This is an optimization exercise on Yosys and OpenROAD, whose aim is small area, a short achievable clock period and few clock cycles per item, not a production implementation. No run shown here included a check of the RTL's function; only the layout flow was run.

==> flow/design.v <==
`default_nettype none
package sm4TablesPkg;
  function automatic logic [3:0] gf16Inv2(input logic [3:0] a);
    case (a)
      4'd0: gf16Inv2 = 4'd0;
      4'd1: gf16Inv2 = 4'd1;
      4'd2: gf16Inv2 = 4'd3;
      4'd3: gf16Inv2 = 4'd2;
      4'd4: gf16Inv2 = 4'd15;
      4'd5: gf16Inv2 = 4'd12;
      4'd6: gf16Inv2 = 4'd9;
      4'd7: gf16Inv2 = 4'd11;
      4'd8: gf16Inv2 = 4'd10;
      4'd9: gf16Inv2 = 4'd6;
      4'd10: gf16Inv2 = 4'd8;
      4'd11: gf16Inv2 = 4'd7;
      4'd12: gf16Inv2 = 4'd5;
      4'd13: gf16Inv2 = 4'd14;
      4'd14: gf16Inv2 = 4'd13;
      4'd15: gf16Inv2 = 4'd4;
      default: gf16Inv2 = 4'd0;
    endcase
  endfunction
  function automatic logic [7:0] sbox(input logic [7:0] x);
    logic [8:0] fh, fl, fs, fd;
    logic [3:0] dl, d, di, vh, vl;
    logic [7:0] v;
    fh[0] = ~(((x[0] ^ x[1]) ^ (x[2] ^ x[3])) ^ ((x[4] ^ x[5]) ^ x[6]));
    fl[0] = ((x[2] ^ x[4]) ^ (x[5] ^ x[6])) ^ x[7];
    fs[0] = ~((x[0] ^ x[1]) ^ (x[3] ^ x[7]));
    fh[1] = ~(x[2] ^ x[7]);
    fl[1] = ((x[0] ^ x[1]) ^ (x[3] ^ x[4])) ^ x[7];
    fs[1] = ~(((x[0] ^ x[1]) ^ (x[2] ^ x[3])) ^ x[4]);
    fh[2] = ((x[0] ^ x[1]) ^ (x[3] ^ x[4])) ^ ((x[5] ^ x[6]) ^ x[7]);
    fl[2] = ((x[0] ^ x[1]) ^ (x[2] ^ x[3])) ^ (x[5] ^ x[6]);
    fs[2] = (x[2] ^ x[4]) ^ x[7];
    fh[3] = ~(x[6]);
    fl[3] = ((x[1] ^ x[2]) ^ (x[4] ^ x[5])) ^ (x[6] ^ x[7]);
    fs[3] = ~(((x[1] ^ x[2]) ^ (x[4] ^ x[5])) ^ x[7]);
    fh[4] = ((x[0] ^ x[1]) ^ (x[2] ^ x[4])) ^ x[6];
    fl[4] = ((x[0] ^ x[2]) ^ (x[3] ^ x[4])) ^ (x[6] ^ x[7]);
    fs[4] = (x[1] ^ x[3]) ^ x[7];
    fh[5] = ~((x[0] ^ x[1]) ^ (x[2] ^ x[4]));
    fl[5] = (x[0] ^ x[1]) ^ (x[3] ^ x[5]);
    fs[5] = ~((x[2] ^ x[3]) ^ (x[4] ^ x[5]));
    fh[6] = ((x[0] ^ x[1]) ^ (x[2] ^ x[3])) ^ (x[4] ^ x[5]);
    fl[6] = x[1];
    fs[6] = ((x[0] ^ x[2]) ^ (x[3] ^ x[4])) ^ x[5];
    fh[7] = ~(((x[0] ^ x[1]) ^ (x[4] ^ x[6])) ^ x[7]);
    fl[7] = (x[1] ^ x[2]) ^ x[6];
    fs[7] = ~((x[0] ^ x[2]) ^ (x[4] ^ x[7]));
    fh[8] = ~(((x[2] ^ x[3]) ^ (x[5] ^ x[6])) ^ x[7]);
    fl[8] = x[2] ^ x[6];
    fs[8] = ~((x[3] ^ x[5]) ^ x[7]);
    dl[0] = x[2] ^ x[5];
    dl[1] = ~(x[1] ^ x[4]);
    dl[2] = ~((x[0] ^ x[1]) ^ (x[2] ^ x[6]));
    dl[3] = ((x[0] ^ x[1]) ^ (x[2] ^ x[5])) ^ x[6];
    d[0] = (((fh[1] & fl[1]) ^ (fh[2] & fl[2])) ^ ((fh[3] & fl[3]) ^ (fh[4] & fl[4]))) ^ dl[0];
    d[1] = (((fh[0] & fl[0]) ^ (fh[2] & fl[2])) ^ ((fh[4] & fl[4]) ^ (fh[5] & fl[5]))) ^ dl[1];
    d[2] = (((fh[3] & fl[3]) ^ (fh[4] & fl[4])) ^ ((fh[6] & fl[6]) ^ (fh[7] & fl[7]))) ^ dl[2];
    d[3] = (((fh[4] & fl[4]) ^ (fh[5] & fl[5])) ^ ((fh[7] & fl[7]) ^ (fh[8] & fl[8]))) ^ dl[3];
    di = gf16Inv2(d);
    fd[0] = di[3];
    fd[1] = di[2];
    fd[2] = di[2] ^ di[3];
    fd[3] = di[1];
    fd[4] = di[0];
    fd[5] = di[0] ^ di[1];
    fd[6] = di[1] ^ di[3];
    fd[7] = di[0] ^ di[2];
    fd[8] = (di[0] ^ di[1]) ^ (di[2] ^ di[3]);
    vh[0] = ((fh[1] & fd[1]) ^ (fh[2] & fd[2])) ^ ((fh[3] & fd[3]) ^ (fh[4] & fd[4]));
    vl[0] = ((fs[1] & fd[1]) ^ (fs[2] & fd[2])) ^ ((fs[3] & fd[3]) ^ (fs[4] & fd[4]));
    vh[1] = ((fh[0] & fd[0]) ^ (fh[2] & fd[2])) ^ ((fh[4] & fd[4]) ^ (fh[5] & fd[5]));
    vl[1] = ((fs[0] & fd[0]) ^ (fs[2] & fd[2])) ^ ((fs[4] & fd[4]) ^ (fs[5] & fd[5]));
    vh[2] = ((fh[3] & fd[3]) ^ (fh[4] & fd[4])) ^ ((fh[6] & fd[6]) ^ (fh[7] & fd[7]));
    vl[2] = ((fs[3] & fd[3]) ^ (fs[4] & fd[4])) ^ ((fs[6] & fd[6]) ^ (fs[7] & fd[7]));
    vh[3] = ((fh[4] & fd[4]) ^ (fh[5] & fd[5])) ^ ((fh[7] & fd[7]) ^ (fh[8] & fd[8]));
    vl[3] = ((fs[4] & fd[4]) ^ (fs[5] & fd[5])) ^ ((fs[7] & fd[7]) ^ (fs[8] & fd[8]));
    v = {vh, vl};
    sbox[0] = ~((v[0] ^ v[2]) ^ (v[4] ^ v[5]));
    sbox[1] = ~(v[0] ^ v[7]);
    sbox[2] = (v[1] ^ v[2]) ^ (v[4] ^ v[7]);
    sbox[3] = v[0] ^ v[4];
    sbox[4] = ~((v[1] ^ v[3]) ^ (v[4] ^ v[5]));
    sbox[5] = (v[1] ^ v[3]) ^ (v[4] ^ v[7]);
    sbox[6] = ~((v[0] ^ v[1]) ^ v[7]);
    sbox[7] = ~(((v[0] ^ v[1]) ^ (v[2] ^ v[3])) ^ ((v[4] ^ v[5]) ^ (v[6] ^ v[7])));
  endfunction
  function automatic logic [31:0] ck(input logic [4:0] i);
    case (i)
      5'd0: ck = 32'h00070e15;
      5'd1: ck = 32'h1c232a31;
      5'd2: ck = 32'h383f464d;
      5'd3: ck = 32'h545b6269;
      5'd4: ck = 32'h70777e85;
      5'd5: ck = 32'h8c939aa1;
      5'd6: ck = 32'ha8afb6bd;
      5'd7: ck = 32'hc4cbd2d9;
      5'd8: ck = 32'he0e7eef5;
      5'd9: ck = 32'hfc030a11;
      5'd10: ck = 32'h181f262d;
      5'd11: ck = 32'h343b4249;
      5'd12: ck = 32'h50575e65;
      5'd13: ck = 32'h6c737a81;
      5'd14: ck = 32'h888f969d;
      5'd15: ck = 32'ha4abb2b9;
      5'd16: ck = 32'hc0c7ced5;
      5'd17: ck = 32'hdce3eaf1;
      5'd18: ck = 32'hf8ff060d;
      5'd19: ck = 32'h141b2229;
      5'd20: ck = 32'h30373e45;
      5'd21: ck = 32'h4c535a61;
      5'd22: ck = 32'h686f767d;
      5'd23: ck = 32'h848b9299;
      5'd24: ck = 32'ha0a7aeb5;
      5'd25: ck = 32'hbcc3cad1;
      5'd26: ck = 32'hd8dfe6ed;
      5'd27: ck = 32'hf4fb0209;
      5'd28: ck = 32'h10171e25;
      5'd29: ck = 32'h2c333a41;
      5'd30: ck = 32'h484f565d;
      5'd31: ck = 32'h646b7279;
      default: ck = 32'h0;
    endcase
  endfunction
  localparam logic [127:0] FK = {
    32'ha3b1bac6,
    32'h56aa3350,
    32'h677d9197,
    32'hb27022dc
  };
  function automatic logic [31:0] rotl(input logic [31:0] w, input int unsigned n);
    rotl = (w << n) | (w >> (32 - n));
  endfunction
  function automatic logic [31:0] tauSub(input logic [31:0] a);
    tauSub = {sbox(a[31:24]), sbox(a[23:16]), sbox(a[15:8]), sbox(a[7:0])};
  endfunction
  function automatic logic [31:0] dataT(input logic [31:0] x);
    logic [31:0] b;
    b = tauSub(x);
    dataT = b ^ rotl(b, 2) ^ rotl(b, 10) ^ rotl(b, 18) ^ rotl(b, 24);
  endfunction
  function automatic logic [31:0] keyT(input logic [31:0] x);
    logic [31:0] b;
    b = tauSub(x);
    keyT = b ^ rotl(b, 13) ^ rotl(b, 23);
  endfunction
endpackage
`default_nettype wire
`default_nettype none
package sm4CorePkg;
  localparam int WORD_W  = 32;
  localparam int BLOCK_W = 128;
  localparam int ROUNDS  = 32;
  localparam int ROUND_W = 5;
endpackage
`default_nettype wire
`default_nettype none
import sm4CorePkg::*;
module sm4Core (
  input  wire logic                             clk,
  input  wire logic                             rst_n,
  input  wire logic                             start,
  input  wire logic                             decrypt,
  input  wire logic [sm4CorePkg::BLOCK_W-1:0]   key,
  input  wire logic [sm4CorePkg::BLOCK_W-1:0]   textIn,
  output logic [sm4CorePkg::BLOCK_W-1:0]        textOut,
  output logic                                  done
);
  localparam logic [ROUND_W-1:0] CNT_LAST = ROUND_W'(ROUNDS - 1);
  logic               busy;
  logic               spec;
  logic               hitR;
  logic               rounds;
  logic               decMode;
  logic               valid;
  logic [ROUND_W-1:0] cnt;
  logic [ROUND_W-1:0] cntNext;
  logic               accept;
  logic               missNow;
  logic               lastRound;
  logic               toRounds;
  logic               keyBack;
  logic               dataRound;
  logic               saveEnd;
  logic               keyBackNext;
  logic [BLOCK_W-1:0] keyIn;
  logic [BLOCK_W-1:0] kw;
  logic [BLOCK_W-1:0] ko;
  assign keyIn     = key ^ sm4TablesPkg::FK;
  assign accept    = start && !busy;
  assign missNow   = spec && !hitR;
  assign lastRound = busy && rounds && !spec && (cnt == '0);
  assign toRounds  = busy && !rounds && (!decMode || cnt == CNT_LAST);
  always_comb
  begin
    if (accept)
      cntNext = decrypt ? CNT_LAST : ROUND_W'(1);
    else if (!busy || lastRound || missNow)
      cntNext = '0;
    else if (rounds ? decMode : (decMode && cnt == CNT_LAST))
      cntNext = rounds ? cnt - 1'b1 : cnt;
    else
      cntNext = cnt + 1'b1;
  end
  assign keyBackNext = accept ? decrypt
                              : (busy && !lastRound && !missNow && decMode && (rounds || toRounds));
  always_ff @(posedge clk or negedge rst_n)
  begin
    if (!rst_n)
    begin
      busy      <= 1'b0;
      spec      <= 1'b0;
      hitR      <= 1'b0;
      rounds    <= 1'b0;
      decMode   <= 1'b0;
      valid     <= 1'b0;
      cnt       <= '0;
      done      <= 1'b0;
      keyBack   <= 1'b0;
      dataRound <= 1'b0;
    end
    else
    begin
      done <= lastRound;
      cnt  <= cntNext;
      spec <= accept;
      hitR <= valid && (keyIn == kw);
      keyBack   <= keyBackNext;
      dataRound <= accept || (busy && !lastRound && !missNow && (rounds || toRounds));
      if (accept)
      begin
        busy    <= 1'b1;
        rounds  <= 1'b1;
        decMode <= decrypt;
      end
      else
      begin
        if (lastRound)
        begin
          busy  <= 1'b0;
          valid <= 1'b1;
        end
        if (missNow)
          rounds <= 1'b0;
        else if (toRounds)
          rounds <= 1'b1;
      end
    end
  end
  logic [WORD_W-1:0] k0, k1, k2, k3;
  logic [WORD_W-1:0] tk;
  logic [WORD_W-1:0] e0, e1, e2, e3;
  logic              stepFwd;
  logic              stepBack;
  logic              encEnd;
  logic [WORD_W-1:0] z;
  assign {k0, k1, k2, k3} = kw;
  assign tk = sm4TablesPkg::keyT(z);
  assign encEnd   = lastRound && !decMode;
  assign stepFwd  = (accept && !decrypt) || (busy && !keyBack && !encEnd && !missNow);
  assign stepBack = busy && keyBack && !missNow;
  always_comb
  begin
    if ((accept && decrypt) || missNow || encEnd)
      {e0, e1, e2, e3} = ko;
    else if (stepFwd)
      {e0, e1, e2, e3} = {k1, k2, k3, k0};
    else if (stepBack)
      {e0, e1, e2, e3} = {k3, k0, k1, k2};
    else
      {e0, e1, e2, e3} = kw;
  end
  always_ff @(posedge clk)
    kw <= {(tk & {WORD_W{stepBack}}) ^ e0, e1, e2, (tk & {WORD_W{stepFwd}}) ^ e3};
  always_ff @(posedge clk)
    z <= (tk & {WORD_W{keyBackNext ? stepBack : stepFwd}}) ^
         (e1 ^ e2 ^ (keyBackNext ? e0 : e3) ^ sm4TablesPkg::ck(cntNext));
  assign saveEnd = busy && !missNow && (decMode ? (rounds && cnt == CNT_LAST)
                                                : (!rounds || cnt == '0));
  always_ff @(posedge clk)
  begin
    if (accept)
      ko <= keyIn;
    else if (saveEnd)
      ko <= kw;
  end
  logic [WORD_W-1:0] x0, x1, x2, x3;
  logic [WORD_W-1:0] ex0, ex1, ex2, ex3;
  logic [WORD_W-1:0] y;
  logic [WORD_W-1:0] ty;
  logic              dataStep;
  assign dataStep = dataRound && !missNow;
  assign ty = sm4TablesPkg::dataT(y);
  always_comb
  begin
    if (accept)
      {ex0, ex1, ex2, ex3} = textIn;
    else if (dataStep)
      {ex0, ex1, ex2, ex3} = {x1, x2, x3, x0};
    else
      {ex0, ex1, ex2, ex3} = {x0, x1, x2, x3};
  end
  always_ff @(posedge clk)
  begin
    {x0, x1, x2} <= {ex0, ex1, ex2};
    x3 <= (ty & {WORD_W{dataStep}}) ^ ex3;
    y  <= (ty & {WORD_W{dataStep}}) ^ (tk & {WORD_W{stepFwd}}) ^ (ex1 ^ ex2 ^ ex3 ^ e3);
  end
  assign textOut = {x3, x2, x1, x0};
endmodule
`default_nettype wire
==> flow/flow/run.sh <==
#!/bin/bash
# Own layout flow: the standard flow (standard.sh), with
#  - synthesis as standard.sh does it, except for the ABC mapping script
#    (flow/abc.script) used for the logic between the registers;
#  - the ORFS knobs in flow/knobs.txt added to the layout's make call.
# Registers, their names and cells are the standard synthesis's: the
# flip-flops are mapped before ABC runs and ABC does not touch them.
# Each tool's full output goes to a log file of its own in this folder.
set -euo pipefail
here=$(pwd)
fdir=$here/flow

# synthesis script: synth_recipe.tcl with ORFS's synth.tcl swapped for a copy
# whose abc call uses flow/abc.script.
sed "s#^  log_cmd abc {\*}\$abc_args#  set abc_args [lreplace \$abc_args 1 1 $fdir/abc.script]\n  log_cmd abc {*}\$abc_args#" \
  "$FLOW_HOME/scripts/synth.tcl" > "$here/own_synth.tcl"
grep -q "abc.script" "$here/own_synth.tcl"
sed "s#\$::env(SCRIPTS_DIR)/synth.tcl#$here/own_synth.tcl#" "$here/synth_recipe.tcl" > "$here/own_synth_recipe.tcl"
grep -q "own_synth.tcl" "$here/own_synth_recipe.tcl"

knobs=()
if [[ -f $fdir/knobs.txt ]]; then
  while IFS= read -r line; do
    [[ -n "$line" && "$line" != \#* ]] && knobs+=("$line")
  done < "$fdir/knobs.txt"
fi

bash standard.sh "SYNTH_SCRIPT=$here/own_synth_recipe.tcl" synth > "$here/synth.log" 2>&1
bash standard.sh "SYNTH_SCRIPT=$here/own_synth_recipe.tcl" "${knobs[@]}" finish > "$here/layout.log" 2>&1
test -f "$here/out/final.def"
==> flow/flow/abc.script <==
strash
dch
map -B 0.9
topo
stime -c
buffer -c
upsize -c
dnsize -c
==> flow/flow/knobs.txt <==
BUFFER_PORTS_ARGS=-buffer_cell sky130_fd_sc_hd__buf_1
SETUP_SLACK_MARGIN=5.5
==> flow/standard.sh <==
#!/bin/bash
# synth_recipe.tcl (not shown) runs the flow's synth.tcl, then flattens the netlist and writes it again
# the make line also repeats each setting of config.mk as NAME=value (left out here)
make -C /OpenROAD-flow-scripts/flow DESIGN_CONFIG=/design/flow/config.mk WORK_HOME=/design/flow/orfs CLKGATE_MAP_FILE= SYNTH_SCRIPT=/design/flow/synth_recipe.tcl "${@:-finish}"
==> flow/config.mk <==
export PLATFORM = sky130hd
export DESIGN_NAME = sm4Core
export DESIGN_NICKNAME = sm4Core
export VERILOG_FILES = /design/flow/design.v
export SDC_FILE = /design/flow/constraint.sdc
export NUM_CORES = 8
export LEC_CHECK = 0
export CAP_MARGIN = 20
export CORE_MARGIN = 2
export CORE_UTILIZATION = 60
export SETUP_SLACK_MARGIN = 5
export SLEW_MARGIN = 20
export TNS_END_PERCENT = 0
==> flow/constraint.sdc <==
create_clock -name core_clock -period 11.0 [get_ports {clk}]
set_input_delay 2.2000 -clock core_clock [delete_from_list [all_inputs] [get_ports {clk}]]
set_output_delay 2.2000 -clock core_clock [all_outputs]
set_load 0.01 [all_outputs]
==> results of run 1 <==
[per-stage QoR]
step	hold slack (ns)	worst slack [ns]
after floorplan	0.423	5.74
after global placement	0.514	4.56
after detailed placement	0.514	4.44
after CTS	0.531	5.37
after global routing	0.548	5.37
final	0.534	5.53
[state kept, by name, summed over array words and instances (netlist names), 5 cells and up]
| name | flops |
|---|---|
| ko | 128 |
| kw | 128 |
| x0 | 32 |
| x1 | 32 |
| x2 | 32 |
| x3 | 32 |
| y | 32 |
| z | 32 |
| cnt | 5 |
[critical path, cell delays in order]
cell       delay [ns]
buf_1            0.14
nand2_8          0.34
clkinv_4         0.39
nand2_1          0.28
inv_1            0.11
nor3_2           0.63
clkbuf_16        0.46
o21ai_0          0.15
o22ai_1          0.30
o21ai_0          0.16
xor2_1           0.43
xor2_1           0.22
xnor2_1          0.14
[kinds of logic after synthesis]
logic type	after synthesis	synth area share, %
and+or+nand+nor	4725	43.8
adders and majority gates	48	1.29
DFF	462	23.5
xor gates and xnor gates	649	13.1
AOI/OAI and AO/OA	849	10.6
buffers and inverters	890	7.76
[worst max-delay path by stage]
stage          start  cells past startpoint    end  slack [ns]
2_1_floorplan  start                      8  ko[0]        5.74
3_3_place_gp   start                     13  z[30]        4.56
3_5_place_dp   start                     13  z[30]        4.44
4_1_cts         y[2]                     37  x3[0]        5.37
5_1_grt         y[6]                     38  x3[0]        5.37
6_report       start                     13  z[30]        5.53
[what timing repair did]
action	4_1_cts	5_1_grt
endpoints found under the hold margin	0	0
pin swaps	0	13
setup buffers	0	24
cloned	0	2
endpoints found under the setup margin	116	156
hold buffers	0	0
resized for setup	31	194
[synth_stat cells, types with 5 or more instances]
cell	instances	area [um^2]
xnor2_2	15	244
nand2_1	3021	11300
nor4_1	9	56.3
o22ai_1	48	300
o21ai_1	15	75.1
edfxtp_1	160	4800
or2_2	7	43.8
inv_1	551	2070
nor2_4	6	67.6
nand3_2	43	430
xor2_1	367	3210
or2_1	6	37.5
nand4_1	53	332
o22a_1	5	43.8
buf_2	28	140
inv_2	84	315
nor2_2	21	131
o211ai_1	87	653
a221oi_1	26	228
buf_4	32	240
o21ai_0	423	2120
xor2_4	5	138
clkbuf_1	151	567
dfrtp_1	14	350
o31ai_1	12	90.1
xnor2_1	240	2100
buf_1	27	101
nor2_1	446	1670
nor3_1	13	65.1
a22oi_1	8	60.1
a31oi_1	67	419
buf_6	8	90.1
nand2_4	41	462
nand2_2	224	1400
a21oi_1	119	596
nand3b_1	49	368
ha_1	48	601
a211oi_1	5	37.5
dfxtp_1	288	5770
xor2_2	21	342
nand3_1	778	3890
o221ai_1	7	61.3
[routing by layer]
metal / GRT usage, % / vias up / part of all wire (%)
met5: 0 / - / 0.016
met4: 27.9 / 4 / 7.9
met3: 8.80 / 608 / 12
met2: 65.4 / 2888 / 42
met1: 55.2 / 23799 / 38
li1: - / 25039 / -
[final cells by class]
class                   instances  area share, %
diodes                          5         0.0245
clock buffers                  70           2.65
clock inverters                20          0.390
inverters                     640           4.78
multi-input cells            6271           64.2
flip-flops and latches        462           21.7
well taps                    1040           2.55
repair buffers                438           3.77
==> run notes, run 1 <==
most frequent cells in the layout 2975 x nand2_1, 768 x nand3_1, 547 x inv_1; status timing/DRC/antenna clean; Startpoint Class primary input; RSZ-0062 raised after global routing true; Synth cell types 66; Crit Reg-Reg Endpoint x3[0]; clk sinks approximately 460; Mapped Avg Cell Area about 6 um^2; largest net degree at the start of global routing between 200 and 300; count of final setup violators 0; cts bufs inserted 48; slew margin rel. 17.5%; CTS Buffer Depth 3; skew final 0.0745 ns; ys flop type dfxtp_1; Final Wtd Congestion about 1.1; Worst-path clk slew 0.07 ns; reg2reg setup slack 5.68 ns; initial DRC count slightly below 6000; die height approximately 280 um; # fillers around 7300; DRC Markers 0; antenna violations before repair 8; Slew Viols, Final 0; worst skew pair latency 0.64 ns; hold wc startpoint x3[16]; GRT Util Overall about 43%; register area share after synthesis roughly a quarter; multi-input logic area around 33000 um^2; root buffer cell clkbuf_16; hpwl dp ~140000 um; GR Overflow Total 0; CTS tree done; asr flop ratio synth between 3 and 4%; global-route wire length before repair 263000 um; vias in the first global route between 40000 and 50000; Syn Std Cell Area 46500 um^2; Placed Area about 48000 um^2; Nets between 8000 and 9000; Vias/cell approximately 5.9; RR Startpoint y[6]; Hold Crit Depth 2; register bit total from synthesis 462; Max Freq around 180 MHz; layout cell share with drive strength beyond 1 under 10%; crit path kind primary input to flip-flop; critical path peak fanout 66; die area 79700 um^2; fin area a little over 50000 um^2; flip-flop and latch area between 10000 and 15000 um^2; most common cell after layout, fill and taps aside nand2_1; Initial Util 60.3%; Port Buffers slightly below 400; post-synthesis cell count 7623; final core occ approximately two thirds; Hold WC Path Type flip-flop to flip-flop; Worst Hold End x2[16]; Syn Nets about 7900; Die W 282 um; H-tree Lvls 2; Critical Path RT around 12 ns; Setup crit end kind flip-flop; Post-synth EDFFs 160; setup TNS 0 ns; post-route ant nets 0; fin crit period roughly 5.5 ns; P&R area growth vs syn 9.75%; detailed-router iteration count before antenna repair 10; dpl cells 8824; wire per inst roughly 20 um; critical path data arrival time 6.03 ns; row cnt between 100 and 150; Max Cap Viol 0; Ys Warns 1; slew at the pin with the worst max-slew slack between 1 and 1.5 ns; final period utilization roughly half; vias roughly 52000; DRT Wirelength approximately 180000 um; I/O Pins approximately 390; Worst R2R Path Depth 38; Hold Fails Final Rpt 0; Finished Layout Cells between 8000 and 9000; core area around 77000 um^2
==> inputs of run 2 (changes only) <==
--- a/flow/design.v
+++ b/flow/design.v
@@ -24,67 +24,131 @@
   function automatic logic [7:0] sbox(input logic [7:0] x);
-    logic [8:0] fh, fl, fs, fd;
-    logic [3:0] dl, d, di, vh, vl;
-    logic [7:0] v;
-    fh[0] = ~(((x[0] ^ x[1]) ^ (x[2] ^ x[3])) ^ ((x[4] ^ x[5]) ^ x[6]));
-    fl[0] = ((x[2] ^ x[4]) ^ (x[5] ^ x[6])) ^ x[7];
-    fs[0] = ~((x[0] ^ x[1]) ^ (x[3] ^ x[7]));
-    fh[1] = ~(x[2] ^ x[7]);
-    fl[1] = ((x[0] ^ x[1]) ^ (x[3] ^ x[4])) ^ x[7];
-    fs[1] = ~(((x[0] ^ x[1]) ^ (x[2] ^ x[3])) ^ x[4]);
-    fh[2] = ((x[0] ^ x[1]) ^ (x[3] ^ x[4])) ^ ((x[5] ^ x[6]) ^ x[7]);
-    fl[2] = ((x[0] ^ x[1]) ^ (x[2] ^ x[3])) ^ (x[5] ^ x[6]);
-    fs[2] = (x[2] ^ x[4]) ^ x[7];
-    fh[3] = ~(x[6]);
-    fl[3] = ((x[1] ^ x[2]) ^ (x[4] ^ x[5])) ^ (x[6] ^ x[7]);
-    fs[3] = ~(((x[1] ^ x[2]) ^ (x[4] ^ x[5])) ^ x[7]);
-    fh[4] = ((x[0] ^ x[1]) ^ (x[2] ^ x[4])) ^ x[6];
-    fl[4] = ((x[0] ^ x[2]) ^ (x[3] ^ x[4])) ^ (x[6] ^ x[7]);
-    fs[4] = (x[1] ^ x[3]) ^ x[7];
-    fh[5] = ~((x[0] ^ x[1]) ^ (x[2] ^ x[4]));
-    fl[5] = (x[0] ^ x[1]) ^ (x[3] ^ x[5]);
-    fs[5] = ~((x[2] ^ x[3]) ^ (x[4] ^ x[5]));
-    fh[6] = ((x[0] ^ x[1]) ^ (x[2] ^ x[3])) ^ (x[4] ^ x[5]);
-    fl[6] = x[1];
-    fs[6] = ((x[0] ^ x[2]) ^ (x[3] ^ x[4])) ^ x[5];
-    fh[7] = ~(((x[0] ^ x[1]) ^ (x[4] ^ x[6])) ^ x[7]);
-    fl[7] = (x[1] ^ x[2]) ^ x[6];
-    fs[7] = ~((x[0] ^ x[2]) ^ (x[4] ^ x[7]));
-    fh[8] = ~(((x[2] ^ x[3]) ^ (x[5] ^ x[6])) ^ x[7]);
-    fl[8] = x[2] ^ x[6];
-    fs[8] = ~((x[3] ^ x[5]) ^ x[7]);
-    dl[0] = x[2] ^ x[5];
-    dl[1] = ~(x[1] ^ x[4]);
-    dl[2] = ~((x[0] ^ x[1]) ^ (x[2] ^ x[6]));
-    dl[3] = ((x[0] ^ x[1]) ^ (x[2] ^ x[5])) ^ x[6];
-    d[0] = (((fh[1] & fl[1]) ^ (fh[2] & fl[2])) ^ ((fh[3] & fl[3]) ^ (fh[4] & fl[4]))) ^ dl[0];
-    d[1] = (((fh[0] & fl[0]) ^ (fh[2] & fl[2])) ^ ((fh[4] & fl[4]) ^ (fh[5] & fl[5]))) ^ dl[1];
-    d[2] = (((fh[3] & fl[3]) ^ (fh[4] & fl[4])) ^ ((fh[6] & fl[6]) ^ (fh[7] & fl[7]))) ^ dl[2];
-    d[3] = (((fh[4] & fl[4]) ^ (fh[5] & fl[5])) ^ ((fh[7] & fl[7]) ^ (fh[8] & fl[8]))) ^ dl[3];
+    logic a0, a1, a2, a3, a4, a5, a6, a7, a8, a9, a10, a11, a12, a13, a14, a15, a16, a17, a18, a19, a20, a21, a22, a23, a24, a25, a26, a27, a28, a29, a30, a31, a32, a33, a34, a35, a36, p0, p1, p2, p3, p4, p5, p6, p7, p8, b0, b1, b2, b3, b4, b5, b6, b7, b8, b9, b10, b11, b12, b13, c0, c1, c2, c3, c4, qh0, qh1, qh2, qh3, qh4, qh5, qh6, qh7, qh8, qs0, qs1, qs2, qs3, qs4, qs5, qs6, qs7, qs8, e0, e1, e2, e3, e4, e5, e6, e7, e8, e9, e10, e11, e12, e13, e14, e15, e16, e17, e18, e19, e20, e21, e22, e23, e24, e25, e26, e27, e28, e29, e30, e31, e32, e33;
+    logic [3:0] d, di;
+    a0 = x[0] ^ x[6];
+    a1 = x[1] ^ x[2];
+    a2 = x[3] ^ x[5];
+    a3 = x[4] ^ a0;
+    a4 = x[2] ^ x[7];
+    a5 = x[4] ^ x[6];
+    a6 = a2 ^ a4;
+    a7 = a0 ^ a1;
+    a8 = x[1] ^ x[7];
+    a9 = x[5] ^ a1;
+    a10 = a1 ^ a2;
+    a11 = x[2] ^ a5;
+    a12 = x[0] ^ x[4];
+    a13 = x[6] ^ a2;
+    a14 = x[1] ^ x[5];
+    a15 = a3 ^ a8;
+    a16 = x[3] ^ a11;
+    a17 = x[4] ^ a14;
+    a18 = x[7] ^ a9;
+    a19 = x[4] ^ a6;
+    a20 = a2 ^ a15;
+    a21 = a3 ^ a10;
+    a22 = x[5] ^ a4;
+    a23 = a5 ^ a14;
+    a24 = x[1] ^ a13;
+    a25 = x[5] ^ a7;
+    a26 = x[2] ^ a3;
+    a27 = a5 ^ a6;
+    a28 = a1 ^ a3;
+    a29 = a1 ^ a12;
+    a30 = x[6] ^ a6;
+    a31 = x[3] ^ x[4];
+    a32 = a10 ^ a12;
+    a33 = x[5] ^ a3;
+    a34 = x[1] ^ a0;
+    a35 = x[7] ^ a13;
+    a36 = x[3] ^ a7;
+    p0 = ~a21 & ~a31;
+    p1 = ~a4 & a22;
+    p2 = a20 & ~a19;
+    p3 = a32 & a24;
+    p4 = ~a15 & a8;
+    p5 = ~a30 & a35;
+    p6 = ~x[6] & ~a23;
+    p7 = a28 & a9;
+    p8 = ~a29 & ~a11;
+    b0 = p3 ^ p4;
+    b1 = p4 ^ p5;
+    b2 = a18 ^ b1;
+    b3 = p8 ^ b1;
+    b4 = p7 ^ ~a36;
+    b5 = p1 ^ b0;
+    b6 = p7 ^ a27;
+    b7 = p2 ^ ~a16;
+    b8 = b3 ^ b4;
+    b9 = p0 ^ b2;
+    b10 = b0 ^ b6;
+    b11 = b5 ^ b7;
+    b12 = p2 ^ b9;
+    b13 = p6 ^ b10;
+    d = {b8, b13, b12, b11};
     di = gf16Inv2(d);
-    fd[0] = di[3];
-    fd[1] = di[2];
-    fd[2] = di[2] ^ di[3];
-    fd[3] = di[1];
-    fd[4] = di[0];
-    fd[5] = di[0] ^ di[1];
-    fd[6] = di[1] ^ di[3];
-    fd[7] = di[0] ^ di[2];
-    fd[8] = (di[0] ^ di[1]) ^ (di[2] ^ di[3]);
-    vh[0] = ((fh[1] & fd[1]) ^ (fh[2] & fd[2])) ^ ((fh[3] & fd[3]) ^ (fh[4] & fd[4]));
-    vl[0] = ((fs[1] & fd[1]) ^ (fs[2] & fd[2])) ^ ((fs[3] & fd[3]) ^ (fs[4] & fd[4]));
-    vh[1] = ((fh[0] & fd[0]) ^ (fh[2] & fd[2])) ^ ((fh[4] & fd[4]) ^ (fh[5] & fd[5]));
-    vl[1] = ((fs[0] & fd[0]) ^ (fs[2] & fd[2])) ^ ((fs[4] & fd[4]) ^ (fs[5] & fd[5]));
-    vh[2] = ((fh[3] & fd[3]) ^ (fh[4] & fd[4])) ^ ((fh[6] & fd[6]) ^ (fh[7] & fd[7]));
-    vl[2] = ((fs[3] & fd[3]) ^ (fs[4] & fd[4])) ^ ((fs[6] & fd[6]) ^ (fs[7] & fd[7]));
-    vh[3] = ((fh[4] & fd[4]) ^ (fh[5] & fd[5])) ^ ((fh[7] & fd[7]) ^ (fh[8] & fd[8]));
-    vl[3] = ((fs[4] & fd[4]) ^ (fs[5] & fd[5])) ^ ((fs[7] & fd[7]) ^ (fs[8] & fd[8]));
-    v = {vh, vl};
-    sbox[0] = ~((v[0] ^ v[2]) ^ (v[4] ^ v[5]));
-    sbox[1] = ~(v[0] ^ v[7]);
-    sbox[2] = (v[1] ^ v[2]) ^ (v[4] ^ v[7]);
-    sbox[3] = v[0] ^ v[4];
-    sbox[4] = ~((v[1] ^ v[3]) ^ (v[4] ^ v[5]));
-    sbox[5] = (v[1] ^ v[3]) ^ (v[4] ^ v[7]);
-    sbox[6] = ~((v[0] ^ v[1]) ^ v[7]);
-    sbox[7] = ~(((v[0] ^ v[1]) ^ (v[2] ^ v[3])) ^ ((v[4] ^ v[5]) ^ (v[6] ^ v[7])));
+    c0 = di[0] ^ di[1];
+    c1 = di[2] ^ di[3];
+    c2 = di[1] ^ di[3];
+    c3 = c0 ^ c1;
+    c4 = di[0] ^ di[2];
+    qh0 = ~a21 & di[3];
+    qs0 = a25 & di[3];
+    qh1 = ~a4 & di[2];
+    qs1 = ~x[5] & di[2];
+    qh2 = a20 & c1;
+    qs2 = ~a7 & c1;
+    qh3 = a32 & di[1];
+    qs3 = a26 & di[1];
+    qh4 = ~a15 & di[0];
+    qs4 = ~a3 & di[0];
+    qh5 = ~a30 & c0;
+    qs5 = ~x[2] & c0;
+    qh6 = ~x[6] & c2;
+    qs6 = a17 & c2;
+    qh7 = a28 & c4;
+    qs7 = a33 & c4;
+    qh8 = ~a29 & c3;
+    qs8 = a34 & c3;
+    e0 = qh7 ^ qh8;
+    e1 = qs2 ^ qs4;
+    e2 = qs0 ^ e0;
+    e3 = qh0 ^ e2;
+    e4 = qs1 ^ qs6;
+    e5 = qh1 ^ qh3;
+    e6 = qh4 ^ e1;
+    e7 = qh2 ^ e5;
+    e8 = qs3 ^ e6;
+    e9 = qs7 ^ e4;
+    e10 = qs5 ^ e3;
+    e11 = qs2 ^ e9;
+    e12 = qh2 ^ e10;
+    e13 = e2 ^ e6;
+    e14 = qh3 ^ e11;
+    e15 = qs8 ^ e8;
+    e16 = qs1 ^ e7;
+    e17 = qs0 ^ qs8;
+    e18 = qh7 ^ e14;
+    e19 = e0 ^ e7;
+    e20 = e3 ^ e15;
+    e21 = qs6 ^ e20;
+    e22 = e4 ^ e17;
+    e23 = qh4 ^ e18;
+    e24 = qs3 ^ e12;
+    e25 = qh6 ^ e23;
+    e26 = qh5 ^ e11;
+    e27 = qs1 ^ e24;
+    e28 = e5 ^ e21;
+    e29 = e19 ^ e26;
+    e30 = e8 ^ e16;
+    e31 = qh5 ^ qs5;
+    e32 = e13 ^ e31;
+    e33 = e1 ^ e12;
+    sbox[0] = ~e30;
+    sbox[1] = ~e25;
+    sbox[2] = e28;
+    sbox[3] = e29;
+    sbox[4] = ~e32;
+    sbox[5] = e33;
+    sbox[6] = ~e22;
+    sbox[7] = ~e27;
   endfunction
==> run notes, run 2 <==
Setup crit end kind flip-flop; Port Buffers ~390; final core occ 67.2%; cts bufs inserted 50; Syn Std Cell Area about 43000 um^2; top flop regs ko (128), kw (128); critical path data arrival time between 6 and 7 ns; Worst-path clk slew roughly 0.08 ns; DRT Wirelength about 170000 um; synth cell count leaders 2486 x nand2_1, 692 x nand3_1, 554 x inv_1; root buffer cell clkbuf_16; status timing/DRC/antenna clean; Initial Util between 60% and 70%; layout cell share with drive strength beyond 1 just under 10%; Die W around 270 um; GRT Util Overall between 40% and 50%; CTS tree done; most common cell in the netlist nand2_1; I/O Pins about 400; Placed Area 45000 um^2; top post-synthesis cells by area nand2_1 22%, dfxtp_1 13%, edfxtp_1 11%; Nets around 7400; Hold Fails Final Rpt 0; uppermost layer routed met5; Synth cell types 65; Slew Viols, Final 0; global-route wire length before repair between 200000 and 250000 um; final period utilization between 50% and 60%; Critical Path RT between 10 and 15 ns; RSZ-0062 raised after global routing true; fin area approximately 48000 um^2; most frequent cells in the layout 2416 x nand2_1, 662 x nand3_1, 545 x inv_1; asr flop ratio synth between 3 and 4%; vias in the first global route 42005; critical path peak fanout between 150 and 200; row cnt 98; die area 74000 um^2; H-tree Lvls 2; skew final around 0.026 ns; ys flop type dfxtp_1; worst skew pair latency 0.62 ns; CTS Buffer Depth 3; initial DRC count 5992; wire length on met1 ~64000 um; slew at the pin with the worst max-slew slack 1.18 ns; Met2 Wirelength between 60000 and 70000 um; register area share after synthesis 25.3%; register bit total from synthesis 462; Hold WC Path Type flip-flop to flip-flop; P&R area growth vs syn 11.1%; Startpoint Class primary input; wire per inst a little over 20 um; Max Freq approximately 180 MHz; Ys Warns 1; DRC Markers 0; Max Cap Viol 0; setup TNS 0 ns; post-synth top area share between 20 and 25%; largest net degree at the start of global routing roughly 170; post-synthesis cell count approximately 6800; count of final setup violators 0; crit path kind primary input to flip-flop; vias between 40000 and 50000; slew margin rel. between 20 and 25%; detailed-router iteration count before antenna repair 8; Met3 Wirelength 20500 um; Final Wtd Congestion about 1; fin crit period 5.52 ns; leading area contributor after synthesis nand2_1; Post-synth EDFFs 160; Mapped Avg Cell Area between 6 and 7 um^2; hpwl dp between 100000 and 150000 um; Vias/cell between 5 and 6; core area between 70000 and 80000 um^2; Syn Nets a little over 7000; die height ~270 um; reg2reg setup slack 5.72 ns; post-route ant nets 0; clk sinks between 400 and 500; most common cell after layout, fill and taps aside nand2_1; GR Overflow Total 0; antenna violations before repair 6
run 2: routing by layer:
layer | global-route usage (%) | vias to the layer above
met3 | 10.3 | 545
li1 | - | 22512
met1 | 56.1 | 21977
met2 | 63.3 | 2799
met4 | 24.7 | 8
met5 | 0 | -
run 2: logic make-up after synthesis:
logic type,after synthesis,synth area share [%]
and+or+nand+nor,3969,39.5
buffers and inverters,871,8.00
AOI/OAI and AO/OA,823,11.1
xor gates and xnor gates,628,14.4
DFF,462,25.3
adders and majority gates,56,1.63
muxes,4,0.0929
run 2: cell type report:
type | instances | area, um^2
Sequential cell | 462 | 11000
Fill cell | 6642 | 23400
Antenna cell | 2 | 5.00
Multi-Input combinational cell | 5480 | 29600
Timing Repair Buffer | 450 | 2000
Inverter | 635 | 2420
Clock inverter | 20 | 218
Clock buffer | 74 | 1470
Tap cell | 950 | 1190
run 2: final timing paths:
| kind | end | cells past startpoint | startpoint |
|---|---|---|---|
| min in group asynchronous | busy | 1 | rst_n |
| hold reg to reg | done | 1 | spec |
| max in group asynchronous | cnt[4] | 1 | rst_n |
| hold / removal | done | 1 | spec |
| setup reg to reg | y[16] | 34 | z[28] |
| setup / recovery | z[20] | 11 | start |
run 2: critical path, stage by stage:
cell and delay, ns:
buf_1 0.13, nand2_8 0.39, nor2_1 0.18, nor3_2 0.26, buf_12 0.51, o311ai_0 0.26, o21ai_0 0.38, mux2i_1 0.19
xnor2_1 0.66, xor2_1 0.30, xor2_2 0.32
run 2: through the flow:
step | hold WS [ns] | setup WS [ns] | instances
5_1_grt | 0.488 | 5.32 | 8071
2_1_floorplan | 0.422 | 6.08 | 6813
3_5_place_dp | 0.459 | 4.56 | 7945
6_report | 0.474 | 5.48 | 8073
4_1_cts | 0.474 | 5.38 | 8039
3_3_place_gp | 0.444 | 4.59 | 7945
run 2: repair_timing:
action,CTS,global route
setup buffers,0,31
gates cloned,0,0
endpoints found under the setup margin,126,159
hold buffers,0,0
pin swaps,1,22
gates resized for setup,27,201
==> inputs of run 3 (changes only) <==
--- a/flow/design.v
+++ b/flow/design.v
@@ -24,58 +24,59 @@
   function automatic logic [7:0] sbox(input logic [7:0] x);
-    logic a0, a1, a2, a3, a4, a5, a6, a7, a8, a9, a10, a11, a12, a13, a14, a15, a16, a17, a18, a19, a20, a21, a22, a23, a24, a25, a26, a27, a28, a29, a30, a31, a32, a33, a34, a35, a36, p0, p1, p2, p3, p4, p5, p6, p7, p8, b0, b1, b2, b3, b4, b5, b6, b7, b8, b9, b10, b11, b12, b13, c0, c1, c2, c3, c4, qh0, qh1, qh2, qh3, qh4, qh5, qh6, qh7, qh8, qs0, qs1, qs2, qs3, qs4, qs5, qs6, qs7, qs8, e0, e1, e2, e3, e4, e5, e6, e7, e8, e9, e10, e11, e12, e13, e14, e15, e16, e17, e18, e19, e20, e21, e22, e23, e24, e25, e26, e27, e28, e29, e30, e31, e32, e33;
+    logic a0, a1, a2, a3, a4, a5, a6, a7, a8, a9, a10, a11, a12, a13, a14, a15, a16, a17, a18, a19, a20, a21, a22, a23, a24, a25, a26, a27, a28, a29, a30, a31, a32, a33, a34, a35, a36, a37, p0, p1, p2, p3, p4, p5, p6, p7, p8, b0, b1, b2, b3, b4, b5, b6, b7, b8, b9, b10, b11, b12, b13, c0, c1, c2, c3, c4, qh0, qh1, qh2, qh3, qh4, qh5, qh6, qh7, qh8, qs0, qs1, qs2, qs3, qs4, qs5, qs6, qs7, qs8, e0, e1, e2, e3, e4, e5, e6, e7, e8, e9, e10, e11, e12, e13, e14, e15, e16, e17, e18, e19, e20, e21, e22, e23, e24, e25, e26, e27, e28, e29, e30, e31, e32, e33;
     logic [3:0] d, di;
     a0 = x[0] ^ x[6];
-    a1 = x[1] ^ x[2];
-    a2 = x[3] ^ x[5];
+    a1 = x[3] ^ x[5];
+    a2 = x[1] ^ x[2];
     a3 = x[4] ^ a0;
-    a4 = x[2] ^ x[7];
-    a5 = x[4] ^ x[6];
-    a6 = a2 ^ a4;
-    a7 = a0 ^ a1;
-    a8 = x[1] ^ x[7];
-    a9 = x[5] ^ a1;
+    a4 = x[7] ^ a1;
+    a5 = a0 ^ a2;
+    a6 = x[6] ^ a4;
+    a7 = x[2] ^ x[4];
+    a8 = x[1] ^ x[4];
+    a9 = x[1] ^ a3;
     a10 = a1 ^ a2;
-    a11 = x[2] ^ a5;
-    a12 = x[0] ^ x[4];
-    a13 = x[6] ^ a2;
-    a14 = x[1] ^ x[5];
-    a15 = a3 ^ a8;
-    a16 = x[3] ^ a11;
-    a17 = x[4] ^ a14;
-    a18 = x[7] ^ a9;
-    a19 = x[4] ^ a6;
-    a20 = a2 ^ a15;
-    a21 = a3 ^ a10;
-    a22 = x[5] ^ a4;
-    a23 = a5 ^ a14;
-    a24 = x[1] ^ a13;
-    a25 = x[5] ^ a7;
-    a26 = x[2] ^ a3;
-    a27 = a5 ^ a6;
-    a28 = a1 ^ a3;
-    a29 = a1 ^ a12;
-    a30 = x[6] ^ a6;
-    a31 = x[3] ^ x[4];
-    a32 = a10 ^ a12;
-    a33 = x[5] ^ a3;
-    a34 = x[1] ^ a0;
-    a35 = x[7] ^ a13;
-    a36 = x[3] ^ a7;
-    p0 = ~a21 & ~a31;
-    p1 = ~a4 & a22;
-    p2 = a20 & ~a19;
-    p3 = a32 & a24;
-    p4 = ~a15 & a8;
-    p5 = ~a30 & a35;
-    p6 = ~x[6] & ~a23;
-    p7 = a28 & a9;
-    p8 = ~a29 & ~a11;
+    a11 = x[0] ^ x[4];
+    a12 = x[5] ^ x[7];
+    a13 = x[5] ^ a8;
+    a14 = a6 ^ a7;
+    a15 = x[6] ^ a1;
+    a16 = x[6] ^ a13;
+    a17 = x[1] ^ a0;
+    a18 = x[1] ^ x[7];
+    a19 = x[2] ^ a3;
+    a20 = x[3] ^ x[4];
+    a21 = x[2] ^ x[7];
+    a22 = a3 ^ a10;
+    a23 = x[2] ^ a6;
+    a24 = x[5] ^ a2;
+    a25 = x[2] ^ a12;
+    a26 = x[6] ^ a7;
+    a27 = x[1] ^ a15;
+    a28 = a0 ^ a4;
+    a29 = a2 ^ a11;
+    a30 = a10 ^ a11;
+    a31 = a2 ^ a3;
+    a32 = x[7] ^ a9;
+    a33 = a4 ^ a9;
+    a34 = x[5] ^ a5;
+    a35 = x[5] ^ a3;
+    a36 = a4 ^ a7;
+    a37 = x[3] ^ a5;
+    p0 = ~a22 & ~a20;
+    p1 = ~a21 & a25;
+    p2 = a33 & ~a36;
+    p3 = ~x[6] & ~a16;
+    p4 = a31 & a24;
+    p5 = ~a29 & ~a26;
+    p6 = a30 & a27;
+    p7 = ~a32 & a18;
+    p8 = ~a23 & a6;
     b0 = p3 ^ p4;
     b1 = p4 ^ p5;
-    b2 = a18 ^ b1;
+    b2 = ~a28 ^ b1;
     b3 = p8 ^ b1;
-    b4 = p7 ^ ~a36;
+    b4 = p7 ^ ~a37;
     b5 = p1 ^ b0;
-    b6 = p7 ^ a27;
-    b7 = p2 ^ ~a16;
+    b6 = p7 ^ a14;
+    b7 = p2 ^ ~a12;
     b8 = b3 ^ b4;
@@ -93,31 +94,31 @@
     c4 = di[0] ^ di[2];
-    qh0 = ~a21 & di[3];
-    qs0 = a25 & di[3];
-    qh1 = ~a4 & di[2];
+    qh0 = ~a22 & di[3];
+    qs0 = a34 & di[3];
+    qh1 = ~a21 & di[2];
     qs1 = ~x[5] & di[2];
-    qh2 = a20 & c1;
-    qs2 = ~a7 & c1;
-    qh3 = a32 & di[1];
-    qs3 = a26 & di[1];
-    qh4 = ~a15 & di[0];
-    qs4 = ~a3 & di[0];
-    qh5 = ~a30 & c0;
-    qs5 = ~x[2] & c0;
-    qh6 = ~x[6] & c2;
-    qs6 = a17 & c2;
-    qh7 = a28 & c4;
-    qs7 = a33 & c4;
-    qh8 = ~a29 & c3;
-    qs8 = a34 & c3;
-    e0 = qh7 ^ qh8;
-    e1 = qs2 ^ qs4;
+    qh2 = a33 & c1;
+    qs2 = ~a5 & c1;
+    qh3 = ~x[6] & di[1];
+    qs3 = a13 & di[1];
+    qh4 = a31 & di[0];
+    qs4 = a35 & di[0];
+    qh5 = ~a29 & c0;
+    qs5 = a17 & c0;
+    qh6 = a30 & c2;
+    qs6 = a19 & c2;
+    qh7 = ~a32 & c4;
+    qs7 = ~a3 & c4;
+    qh8 = ~a23 & c3;
+    qs8 = ~x[2] & c3;
+    e0 = qh4 ^ qh5;
+    e1 = qs2 ^ qs7;
     e2 = qs0 ^ e0;
     e3 = qh0 ^ e2;
-    e4 = qs1 ^ qs6;
-    e5 = qh1 ^ qh3;
-    e6 = qh4 ^ e1;
+    e4 = qs1 ^ qs3;
+    e5 = qh1 ^ qh6;
+    e6 = qh7 ^ e1;
     e7 = qh2 ^ e5;
-    e8 = qs3 ^ e6;
-    e9 = qs7 ^ e4;
-    e10 = qs5 ^ e3;
+    e8 = qs6 ^ e6;
+    e9 = qs4 ^ e4;
+    e10 = qs8 ^ e3;
     e11 = qs2 ^ e9;
@@ -126,5 +127,5 @@
     e14 = qh3 ^ e11;
-    e15 = qs8 ^ e8;
+    e15 = qs5 ^ e8;
     e16 = qs1 ^ e7;
-    e17 = qs0 ^ qs8;
+    e17 = qs0 ^ qs5;
     e18 = qh7 ^ e14;
@@ -132,8 +133,8 @@
     e20 = e3 ^ e15;
-    e21 = qs6 ^ e20;
+    e21 = qs3 ^ e20;
     e22 = e4 ^ e17;
     e23 = qh4 ^ e18;
-    e24 = qs3 ^ e12;
+    e24 = qs6 ^ e12;
     e25 = qh6 ^ e23;
-    e26 = qh5 ^ e11;
+    e26 = qh8 ^ e11;
     e27 = qs1 ^ e24;
@@ -142,3 +143,3 @@
     e30 = e8 ^ e16;
-    e31 = qh5 ^ qs5;
+    e31 = qh8 ^ qs8;
     e32 = e13 ^ e31;
==> run notes, run 3 <==
worst skew pair latency 0.63 ns; Synth cell types 66; Hold Fails Final Rpt 0; Die W ~280 um; slowest CP cell buf_4; most used cell, CP buf_4; Nets 7748; top post-synthesis cells by area nand2_1 24%, dfxtp_1 13%, edfxtp_1 11%; final core occ about 66%; DRC Markers 0; CTS tree done; Syn Nets between 7000 and 8000; multi-input logic area 29600 um^2; skew final roughly 0.05 ns; Mapped Avg Cell Area approximately 6.1 um^2; Buf/Inv on CP 7; synth cell count leaders 2771 x nand2_1, 819 x nand3_1, 582 x inv_1; DRT Wirelength between 150000 and 200000 um; slew margin rel. 17.7%; setup TNS 0 ns; Critical Path RT 11.52 ns; layout cell share with drive strength beyond 1 around 8.7%; Post-CTS Hold Buffers 0; setup repair bufs after CTS 0; hold wc startpoint ko[68]; hpwl dp approximately 140000 um; fin crit period between 5 and 6 ns; status timing/DRC/antenna clean; critical path data arrival time ~6.0 ns; most frequent cells in the layout 2761 x nand2_1, 816 x nand3_1, 580 x inv_1; Finished Layout Cells between 8000 and 9000; global-route wire length before repair about 250000 um; root buffer cell clkbuf_16; post-route ant nets 0; count of final setup violators 0; wire per inst approximately 20 um; cts bufs inserted 49; flip-flop and latch area 11000 um^2; register bit total from synthesis 462; most common cell after layout, fill and taps aside nand2_1; delay-heaviest family, CP buffers and inverters; Max Freq approximately 180 MHz; asr flop ratio synth between 3 and 4%; P&R area growth vs syn 8.53%; post-synthesis cell count slightly above 7000; slew at the pin with the worst max-slew slack 1.24 ns; detailed-router iteration count before antenna repair 6; vias in the first global route roughly 43000; Hold WC Path Type flip-flop to flip-flop; initial DRC count ~7000; Worst-path clk slew roughly 0.07 ns; Ys Warns 1; GR Overflow Total 0; GRT Util Overall a little over two fifths; Vias/cell approximately 6; Setup crit end kind flip-flop; crit path kind primary input to flip-flop; clk sinks 462; Startpoint Class primary input; RR Startpoint z[10]; register area share after synthesis 24.8%; Final Wtd Congestion roughly 1.1; Port Buffers a little under 400; critical path peak fanout 97; Post-synth EDFFs 160; top flop regs ko (128), kw (128); post-synth top area share a little under a quarter; most common cell in the netlist nand2_1; Max Cap Viol 0; Slew Viols, Final 0; leading area contributor after synthesis nand2_1; row cnt 99; H-tree Lvls 2; Hold Crit Depth 1; CP peak stage delay 0.60 ns; antenna violations before repair 6; CTS Buffer Depth 3; vias 50089; Initial Util roughly three fifths; Syn Std Cell Area between 40000 and 50000 um^2; Worst Hold End kw[68]; # fillers ~7000; CP Depth 13; Worst R2R Path Depth 34; I/O Pins 389; reg2reg setup slack 5.75 ns; CP cell instances buf_1 > inv_1 > nor2_4 > buf_4 > clkinv_8 > o21ai_4 > buf_4 > buf_4 > nand2_1 > o21ai_4 > inv_1 > nor2_1 > xor2_1; die height around 280 um; core area 72800 um^2; Crit Reg-Reg Endpoint y[6]; RSZ-0062 raised after global routing true; final period utilization 49.7%; dpl cells roughly 8300; die area between 70000 and 80000 um^2; ys flop type dfxtp_1; largest net degree at the start of global routing ~150
## run 3: worst reg2reg max path, delay by kind of cell (launching register included)
kind,cells,cell delay (ns)
adder cells (fa/ha/maj),1,0.33
buffers and inverters,4,0.42
AND/OR/NAND/NOR,28,3.29
flip-flops,1,0.74
XOR/XNOR,1,0.39
## run 3: what timing repair did
item / in CTS / in global routing
gates resized for setup: 1 / 62
endpoints found under the setup margin: 6 / 133
pin swaps: 0 / 1
cloned: 0 / 1
## run 3: metrics by stage
step	area [um^2]	hold slack [ns]	setup WS [ns]
after floorplan	44100	0.440	5.84
final	47800	0.522	5.54
after detailed placement	46000	0.510	4.90
after global routing	47800	0.549	5.43
after CTS	47700	0.517	5.44
after global placement	46000	0.507	4.98
## run 3: worst max-delay path by stage
stage | from | slack [ns] | endpoint
final | start | 5.54 | z[12]
after global routing | z[6] | 5.43 | y[30]
after CTS | y[14] | 5.44 | y[14]
after detailed placement | start | 4.90 | z[11]
after global placement | start | 4.98 | z[11]
after floorplan | start | 5.84 | ko[0]
## run 3: kinds of logic (layout without fill, tap and decap cells)
group	count (synthesis)	after routing	synth area share (%)
and+or+nand+nor	4415	4415	43.7
buffers and inverters	925	1200	8.39
AOI/OAI and AO/OA	843	844	11.1
xor gates and xnor gates	501	501	10.5
DFF	462	462	24.8
adders and majority gates	53	53	1.50
other	0	3	0
## run 3: routing by layer
layer	wire, um	GRT usage (%)	share of wire [%]
met1	68200	59.4	40
met2	70100	63.4	41
met3	21700	9.31	13
met4	11200	22.7	6.5
met5	127	0	0.074
## run 3: layout make-up
cell class | instances | area share [%]
multi-input combinational | 5813 | 61.9
sequential | 462 | 23.0
inverter | 694 | 5.59
timing repair buffer | 415 | 3.54
clock buffer | 68 | 2.99
tap | 959 | 2.51
clock inverter | 23 | 0.489
antenna | 3 | 0.0157

## port drivers added, routing unchanged
How much do the figures lean on ideal ports? The routed layouts below were timed once more, with nothing changed but the port constraints.
Step 1 sets driving cells, clkbuf_16 on the clock port and buf_2 on the other inputs (assumed; they add their load-dependent delay and slew).
Step 2 also shifts input and output timing later by t, the mid clock arrival at the registers, as if the neighbouring blocks saw the same clock.
Three values: ideal ports, drivers, drivers and shift; two values: the first two.
| run | shift t [ns] | slack for setup (ns) | worst setup path at the end | latest minus earliest clock arrival (ns) | pins driven straight from the clock port |
|---|---|---|---|---|---|
| run 1 | 0.669 | 5.533 / 5.561 / 4.891 | input to register | 0.075 / 0.075 | 1 |
| run 2 | 0.670 | 5.483 / 5.526 / 4.856 | input to register | 0.035 / 0.034 | 1 |
| run 3 | 0.677 | 5.535 / 5.581 / 4.904 | input to register | 0.052 / 0.052 | 1 |
After both steps every run listed still meets setup and hold. For run 1, which loses most, drivers alone change the setup slack by +0.028 ns; drivers and shift together by -0.642 ns.
